Source: an optimization exercise on an open RTL-to-GDS flow (aim: small area and a short achievable clock period). Production flows keep margins and buffers that such runs may drop.
Only simulation tests tie the RTL to the original design; equivalence was not proved.

run a:
==> flow/design.v <==
package btb_predictor_pkg;
  localparam int BTB_ENTRIES = 64;
  localparam int ADDR_BUS    = 32;
  typedef enum logic [1:0] {
    SNT = 2'b00,
    WNT = 2'b01,
    WT  = 2'b10,
    ST  = 2'b11
  } ctr_e;
  localparam ctr_e CTR_RESET = WNT;
  localparam ctr_e CTR_ALLOC = WT;
endpackage
import btb_predictor_pkg::*;
module btb_sat_ctr
(
  input  btb_predictor_pkg::ctr_e i_ctr,
  input  logic i_taken,
  output btb_predictor_pkg::ctr_e o_ctr
);
  always_comb begin
    o_ctr = i_ctr;
    if (i_taken) begin
      if (i_ctr != ST) o_ctr = btb_predictor_pkg::ctr_e'(i_ctr + 2'd1);
    end else begin
      if (i_ctr != SNT) o_ctr = btb_predictor_pkg::ctr_e'(i_ctr - 2'd1);
    end
  end
endmodule
module btb_dec
(
  input  logic [5:0]  i_idx,
  output logic [63:0] o_sel
);
  logic [5:0] w_idx_n;
  logic [7:0] w_lo_n, w_hi_n;
  assign w_idx_n = ~i_idx;
  for (genvar j = 0; j < 8; j++) begin : g_pre
    btb_nand3 u_lo (.i_a({j[2] ? i_idx[2] : w_idx_n[2],
                          j[1] ? i_idx[1] : w_idx_n[1],
                          j[0] ? i_idx[0] : w_idx_n[0]}), .o_y(w_lo_n[j]));
    btb_nand3 u_hi (.i_a({j[2] ? i_idx[5] : w_idx_n[5],
                          j[1] ? i_idx[4] : w_idx_n[4],
                          j[0] ? i_idx[3] : w_idx_n[3]}), .o_y(w_hi_n[j]));
  end
  for (genvar i = 0; i < 64; i++) begin : g_sel
    btb_nor2 u_sel (.i_a({w_hi_n[i/8], w_lo_n[i%8]}), .o_y(o_sel[i]));
  end
endmodule
module btb_aoi3
(
  input  logic [2:0] i_sel,
  input  logic [2:0] i_d,
  output logic       o_n
);
  assign o_n = ~|(i_sel & i_d);
endmodule
module btb_nor2 (input logic [1:0] i_a, output logic o_y);
  assign o_y = ~|i_a;
endmodule
module btb_nand2 (input logic [1:0] i_a, output logic o_y);
  assign o_y = ~&i_a;
endmodule
module btb_nand3 (input logic [2:0] i_a, output logic o_y);
  assign o_y = ~&i_a;
endmodule
module btb_nand4 (input logic [3:0] i_a, output logic o_y);
  assign o_y = ~&i_a;
endmodule
module btb_nor3 (input logic [2:0] i_a, output logic o_y);
  assign o_y = ~|i_a;
endmodule
module btb_xnor2 (input logic i_a, input logic i_b, output logic o_y);
  assign o_y = ~(i_a ^ i_b);
endmodule
module btb_aoi21 (input logic [1:0] i_a, input logic i_b, output logic o_y);
  assign o_y = ~(&i_a | i_b);
endmodule
module btb_rd_bit
(
  input  logic [63:0] i_sel,
  input  logic [63:0] i_d,
  output logic [1:0]  o_n
);
  logic [21:0] w_l;
  logic [5:0]  w_g;
  for (genvar g = 0; g < 21; g++) begin : g_leaf
    btb_aoi3 u_leaf (.i_sel(i_sel[3*g +: 3]), .i_d(i_d[3*g +: 3]), .o_n(w_l[g]));
  end
  btb_nand2 u_leaf_last (.i_a({i_sel[63], i_d[63]}), .o_y(w_l[21]));
  btb_nand4 u_g0 (.i_a(w_l[3:0]),   .o_y(w_g[0]));
  btb_nand4 u_g1 (.i_a(w_l[7:4]),   .o_y(w_g[1]));
  btb_nand3 u_g2 (.i_a(w_l[10:8]),  .o_y(w_g[2]));
  btb_nand4 u_g3 (.i_a(w_l[14:11]), .o_y(w_g[3]));
  btb_nand4 u_g4 (.i_a(w_l[18:15]), .o_y(w_g[4]));
  btb_nand3 u_g5 (.i_a(w_l[21:19]), .o_y(w_g[5]));
  btb_nor3 u_h0 (.i_a(w_g[2:0]), .o_y(o_n[0]));
  btb_nor3 u_h1 (.i_a(w_g[5:3]), .o_y(o_n[1]));
endmodule
module btb_rd
#(
  parameter int W = 24
) (
  input  logic [63:0]     i_sel,
  input  logic [64*W-1:0] i_data,
  output logic [2*W-1:0]  o_n
);
  for (genvar b = 0; b < W; b++) begin : g_bit
    logic [63:0] w_col;
    for (genvar i = 0; i < 64; i++) begin : g_col
      assign w_col[i] = i_data[i*W + b];
    end
    btb_rd_bit u_bit (.i_sel(i_sel), .i_d(w_col), .o_n(o_n[2*b +: 2]));
  end
endmodule
module btb_match
(
  input  logic [23:0] i_tag,
  input  logic [23:0] i_ptag,
  input  logic        i_sel,
  input  logic        i_vt,
  output logic        o_match_n
);
  logic [23:0] w_eq;
  logic [5:0]  w_n;
  logic [1:0]  w_h;
  for (genvar k = 0; k < 24; k++) begin : g_eq
    btb_xnor2 u_eq (.i_a(i_tag[k]), .i_b(i_ptag[k]), .o_y(w_eq[k]));
  end
  for (genvar g = 0; g < 6; g++) begin : g_n
    btb_nand4 u_n (.i_a(w_eq[4*g +: 4]), .o_y(w_n[g]));
  end
  btb_nor3  u_h0 (.i_a(w_n[2:0]), .o_y(w_h[0]));
  btb_nor3  u_h1 (.i_a(w_n[5:3]), .o_y(w_h[1]));
  btb_nand4 u_m  (.i_a({w_h, i_sel, i_vt}), .o_y(o_match_n));
endmodule
module btb_none
#(
  parameter int NC = 4
) (
  input  logic [63:0]   i_n,
  output logic [NC-1:0] o_none
);
  logic [15:0] w_a;
  logic [7:0]  w_b;
  for (genvar g = 0; g < 16; g++) begin : g_a
    btb_nand4 u_a (.i_a(i_n[4*g +: 4]), .o_y(w_a[g]));
  end
  for (genvar g = 0; g < 8; g++) begin : g_b
    btb_nor2 u_b (.i_a(w_a[2*g +: 2]), .o_y(w_b[g]));
  end
  for (genvar c = 0; c < NC; c++) begin : g_copy
    logic [1:0] w_c;
    btb_nand4 u_c0 (.i_a(w_b[3:0]), .o_y(w_c[0]));
    btb_nand4 u_c1 (.i_a(w_b[7:4]), .o_y(w_c[1]));
    btb_nor2  u_d  (.i_a(w_c), .o_y(o_none[c]));
  end
endmodule
module btb_nor4 (input logic [3:0] i_a, output logic o_y);
  assign o_y = ~|i_a;
endmodule
import btb_predictor_pkg::*;
module btb_predictor
#(
  parameter int ENTRIES = BTB_ENTRIES
) (
  input  logic                clk,
  input  logic                rst,
  input  logic [ADDR_BUS-1:0] pc,
  output logic                btb_pre_taken,
  output logic [ADDR_BUS-1:0] btb_pre_addr,
  input  logic                update_en,
  input  logic [ADDR_BUS-1:0] update_pc,
  input  logic                update_taken,
  input  logic [ADDR_BUS-1:0] update_target,
  input  logic                invalidate
);
  localparam int IDX_W = $clog2(ENTRIES);
  localparam int TAG_W = 30 - IDX_W;
  localparam int UW    = TAG_W + 3;    
  logic [ENTRIES-1:0] r_valid;
  logic [1:0]         r_ctr [ENTRIES];
  logic [TAG_W-1:0]   r_tag [ENTRIES];
  logic [29:0]        r_tgt [ENTRIES];
  logic [TAG_W-1:0]   w_tag, w_u_tag;
  logic [ENTRIES-1:0] w_sel, w_u_sel;
  assign w_tag   = pc[31:IDX_W+2];
  assign w_u_tag = update_pc[31:IDX_W+2];
  btb_dec u_dec_l (.i_idx(pc[IDX_W+1:2]),        .o_sel(w_sel));
  btb_dec u_dec_u (.i_idx(update_pc[IDX_W+1:2]), .o_sel(w_u_sel));
  logic [ENTRIES-1:0]    w_match_n;
  logic [ENTRIES*30-1:0] w_l_data;
  logic [3:0]            w_miss;
  for (genvar i = 0; i < ENTRIES; i++) begin : g_match
    btb_match u_match (
      .i_tag     (r_tag[i]),
      .i_ptag    (w_tag),
      .i_sel     (w_sel[i]),
      .i_vt      (r_valid[i] & r_ctr[i][1]),
      .o_match_n (w_match_n[i])
    );
    assign w_l_data[i*30 +: 30] = r_tgt[i];
  end
  btb_none #(.NC(4)) u_none (.i_n(w_match_n), .o_none(w_miss));
  logic [59:0] w_l_n;
  btb_rd #(.W(30)) u_rd_l (.i_sel(w_sel), .i_data(w_l_data), .o_n(w_l_n));
  assign btb_pre_taken = ~w_miss[0];
  for (genvar b = 0; b < 30; b++) begin : g_addr
    btb_aoi21 u_addr (.i_a(w_l_n[2*b +: 2]), .i_b(w_miss[b/8]), .o_y(btb_pre_addr[b+2]));
  end
  assign btb_pre_addr[1:0] = 2'b00;
  logic [ENTRIES*UW-1:0] w_u_data;
  always_comb begin
    for (int i = 0; i < ENTRIES; i++) w_u_data[i*UW +: UW] = {r_valid[i], r_ctr[i], r_tag[i]};
  end
  logic [2*UW-1:0] w_u_n;
  logic [UW-1:0]   w_u_rd;
  btb_rd #(.W(UW)) u_rd_u (.i_sel(w_u_sel), .i_data(w_u_data), .o_n(w_u_n));
  always_comb begin
    for (int b = 0; b < UW; b++) w_u_rd[b] = ~&w_u_n[2*b +: 2];
  end
  logic w_u_hit;
  assign w_u_hit = w_u_rd[UW-1] && (w_u_rd[TAG_W-1:0] == w_u_tag);
  btb_predictor_pkg::ctr_e w_u_ctr_inc;
  btb_sat_ctr u_sat_ctr (
    .i_ctr   (btb_predictor_pkg::ctr_e'(w_u_rd[TAG_W +: 2])),
    .i_taken (update_taken),
    .o_ctr   (w_u_ctr_inc)
  );
  logic       w_do, w_wr_tt, w_wr_ctr, w_wr_v;
  logic [1:0] w_ctr_nxt;
  assign w_do      = !invalidate && update_en;
  assign w_wr_tt   = w_do && update_taken;
  assign w_wr_ctr  = w_do && (w_u_hit || update_taken);
  assign w_wr_v    = w_do && !w_u_hit && update_taken;
  assign w_ctr_nxt = w_u_hit ? w_u_ctr_inc : CTR_ALLOC;
  always_ff @(posedge clk or posedge rst) begin
    if (rst) begin
      r_valid <= '0;
    end else if (invalidate) begin
      r_valid <= '0;
    end else begin
      for (int i = 0; i < ENTRIES; i++)
        if (w_wr_v && w_u_sel[i]) r_valid[i] <= 1'b1;
    end
  end
  always_ff @(posedge clk) begin
    for (int i = 0; i < ENTRIES; i++) begin
      if (w_wr_ctr && w_u_sel[i]) r_ctr[i] <= w_ctr_nxt;
      if (w_wr_tt && w_u_sel[i]) begin
        r_tag[i] <= w_u_tag;
        r_tgt[i] <= update_target[31:2];
      end
    end
  end
endmodule
Settings: LEC_CHECK=0, CAP_MARGIN=20, CORE_MARGIN=2, CORE_UTILIZATION=40, CTS_CLUSTER_DIAMETER=100, CTS_CLUSTER_SIZE=24, SETUP_SLACK_MARGIN=3.0, SLEW_MARGIN=20, SYNTH_HIERARCHICAL=1; clock period 9.0 ns.
run.sh (not shown) runs the stock make flow with config.mk's settings and CLKGATE_MAP_FILE= SYNTH_SCRIPT=/design/flow/synth_recipe.tcl, a recipe that flattens the netlist after the stock synthesis.
Input-level comparison between run b and run a:
diff --git a/flow/design.v b/flow/design.v
--- a/flow/design.v
+++ b/flow/design.v
@@ -132,30 +132,27 @@
   btb_nor3  u_h0 (.i_a(w_n[2:0]), .o_y(w_h[0]));
   btb_nor3  u_h1 (.i_a(w_n[5:3]), .o_y(w_h[1]));
   btb_nand4 u_m  (.i_a({w_h, i_sel, i_vt}), .o_y(o_match_n));
 endmodule
 module btb_none
-#(
-  parameter int NC = 4
-) (
-  input  logic [63:0]   i_n,
-  output logic [NC-1:0] o_none
+(
+  input  logic [63:0] i_n,
+  output logic        o_none
 );
   logic [15:0] w_a;
   logic [7:0]  w_b;
+  logic [1:0]  w_c;
   for (genvar g = 0; g < 16; g++) begin : g_a
     btb_nand4 u_a (.i_a(i_n[4*g +: 4]), .o_y(w_a[g]));
   end
   for (genvar g = 0; g < 8; g++) begin : g_b
     btb_nor2 u_b (.i_a(w_a[2*g +: 2]), .o_y(w_b[g]));
   end
-  for (genvar c = 0; c < NC; c++) begin : g_copy
-    logic [1:0] w_c;
-    btb_nand4 u_c0 (.i_a(w_b[3:0]), .o_y(w_c[0]));
-    btb_nand4 u_c1 (.i_a(w_b[7:4]), .o_y(w_c[1]));
-    btb_nor2  u_d  (.i_a(w_c), .o_y(o_none[c]));
-  end
+  for (genvar g = 0; g < 2; g++) begin : g_c
+    btb_nand4 u_c (.i_a(w_b[4*g +: 4]), .o_y(w_c[g]));
+  end
+  btb_nor2 u_d (.i_a(w_c), .o_y(o_none));
 endmodule
 module btb_nor4 (input logic [3:0] i_a, output logic o_y);
   assign o_y = ~|i_a;
 endmodule
 import btb_predictor_pkg::*;
@@ -187,27 +184,27 @@
   assign w_u_tag = update_pc[31:IDX_W+2];
   btb_dec u_dec_l (.i_idx(pc[IDX_W+1:2]),        .o_sel(w_sel));
   btb_dec u_dec_u (.i_idx(update_pc[IDX_W+1:2]), .o_sel(w_u_sel));
   logic [ENTRIES-1:0]    w_match_n;
   logic [ENTRIES*30-1:0] w_l_data;
-  logic [3:0]            w_miss;
+  logic                  w_miss;
   for (genvar i = 0; i < ENTRIES; i++) begin : g_match
     btb_match u_match (
       .i_tag     (r_tag[i]),
       .i_ptag    (w_tag),
       .i_sel     (w_sel[i]),
       .i_vt      (r_valid[i] & r_ctr[i][1]),
       .o_match_n (w_match_n[i])
     );
     assign w_l_data[i*30 +: 30] = r_tgt[i];
   end
-  btb_none #(.NC(4)) u_none (.i_n(w_match_n), .o_none(w_miss));
+  btb_none u_none (.i_n(w_match_n), .o_none(w_miss));
   logic [59:0] w_l_n;
   btb_rd #(.W(30)) u_rd_l (.i_sel(w_sel), .i_data(w_l_data), .o_n(w_l_n));
-  assign btb_pre_taken = ~w_miss[0];
+  assign btb_pre_taken = ~w_miss;
   for (genvar b = 0; b < 30; b++) begin : g_addr
-    btb_aoi21 u_addr (.i_a(w_l_n[2*b +: 2]), .i_b(w_miss[b/8]), .o_y(btb_pre_addr[b+2]));
+    btb_aoi21 u_addr (.i_a(w_l_n[2*b +: 2]), .i_b(w_miss), .o_y(btb_pre_addr[b+2]));
   end
   assign btb_pre_addr[1:0] = 2'b00;
   logic [ENTRIES*UW-1:0] w_u_data;
   always_comb begin
     for (int i = 0; i < ENTRIES; i++) w_u_data[i*UW +: UW] = {r_valid[i], r_ctr[i], r_tag[i]};
Findings:
In run b, number of buffers other than clock buffers in the final layout is lower than in run a.
Note that the routed wire length on met2 recorded for run a amounts to 1.05 times the value seen in run b.
Per the comparison of run b with run a, final critical-path required period saw an increase; worst hold slack stayed essentially flat; sum of buffers and inverters on the critical path went up by 1; worst setup slack shows a reduction of 0.11 ns; count of non-CTS inverters in the layout flat.
Comparing the two runs side by side, run b comes out ahead of run a on cell area after layout.
Final cycle utilization of the critical path in run b is 1.2 points above run a.

afterwards: timing with drivers on the ports:
Ports are ideal in the flow. The routed layouts listed here were re-timed in OpenROAD. Step 1 sets driving cells, clkbuf_16 on the clock port and buf_2 on the other inputs (assumed; they add their load-dependent delay and slew). Step 2 times the ports against the registers' clock, not the clock port: input delays grow and output delays shrink by t, the midpoint of the rising clock arrivals with the driver on. a / b / c = ideal ports / drivers / drivers and shift; a / b = the first two.
run	t, ns	setup WS [ns]	worst hold slack (ns)	worst register clock-pin slew, ns
run a	1.006	2.705 / 2.457 / 1.914	0.555 / 0.555 / 0.555	0.11 / 0.11
run b	1.004	2.595 / 2.376 / 1.992	0.556 / 0.556 / 0.556	0.11 / 0.11
After both steps setup and hold are still met in every run listed. For run a, which loses most, drivers alone change the setup slack by -0.248 ns; drivers and shift together by -0.791 ns.
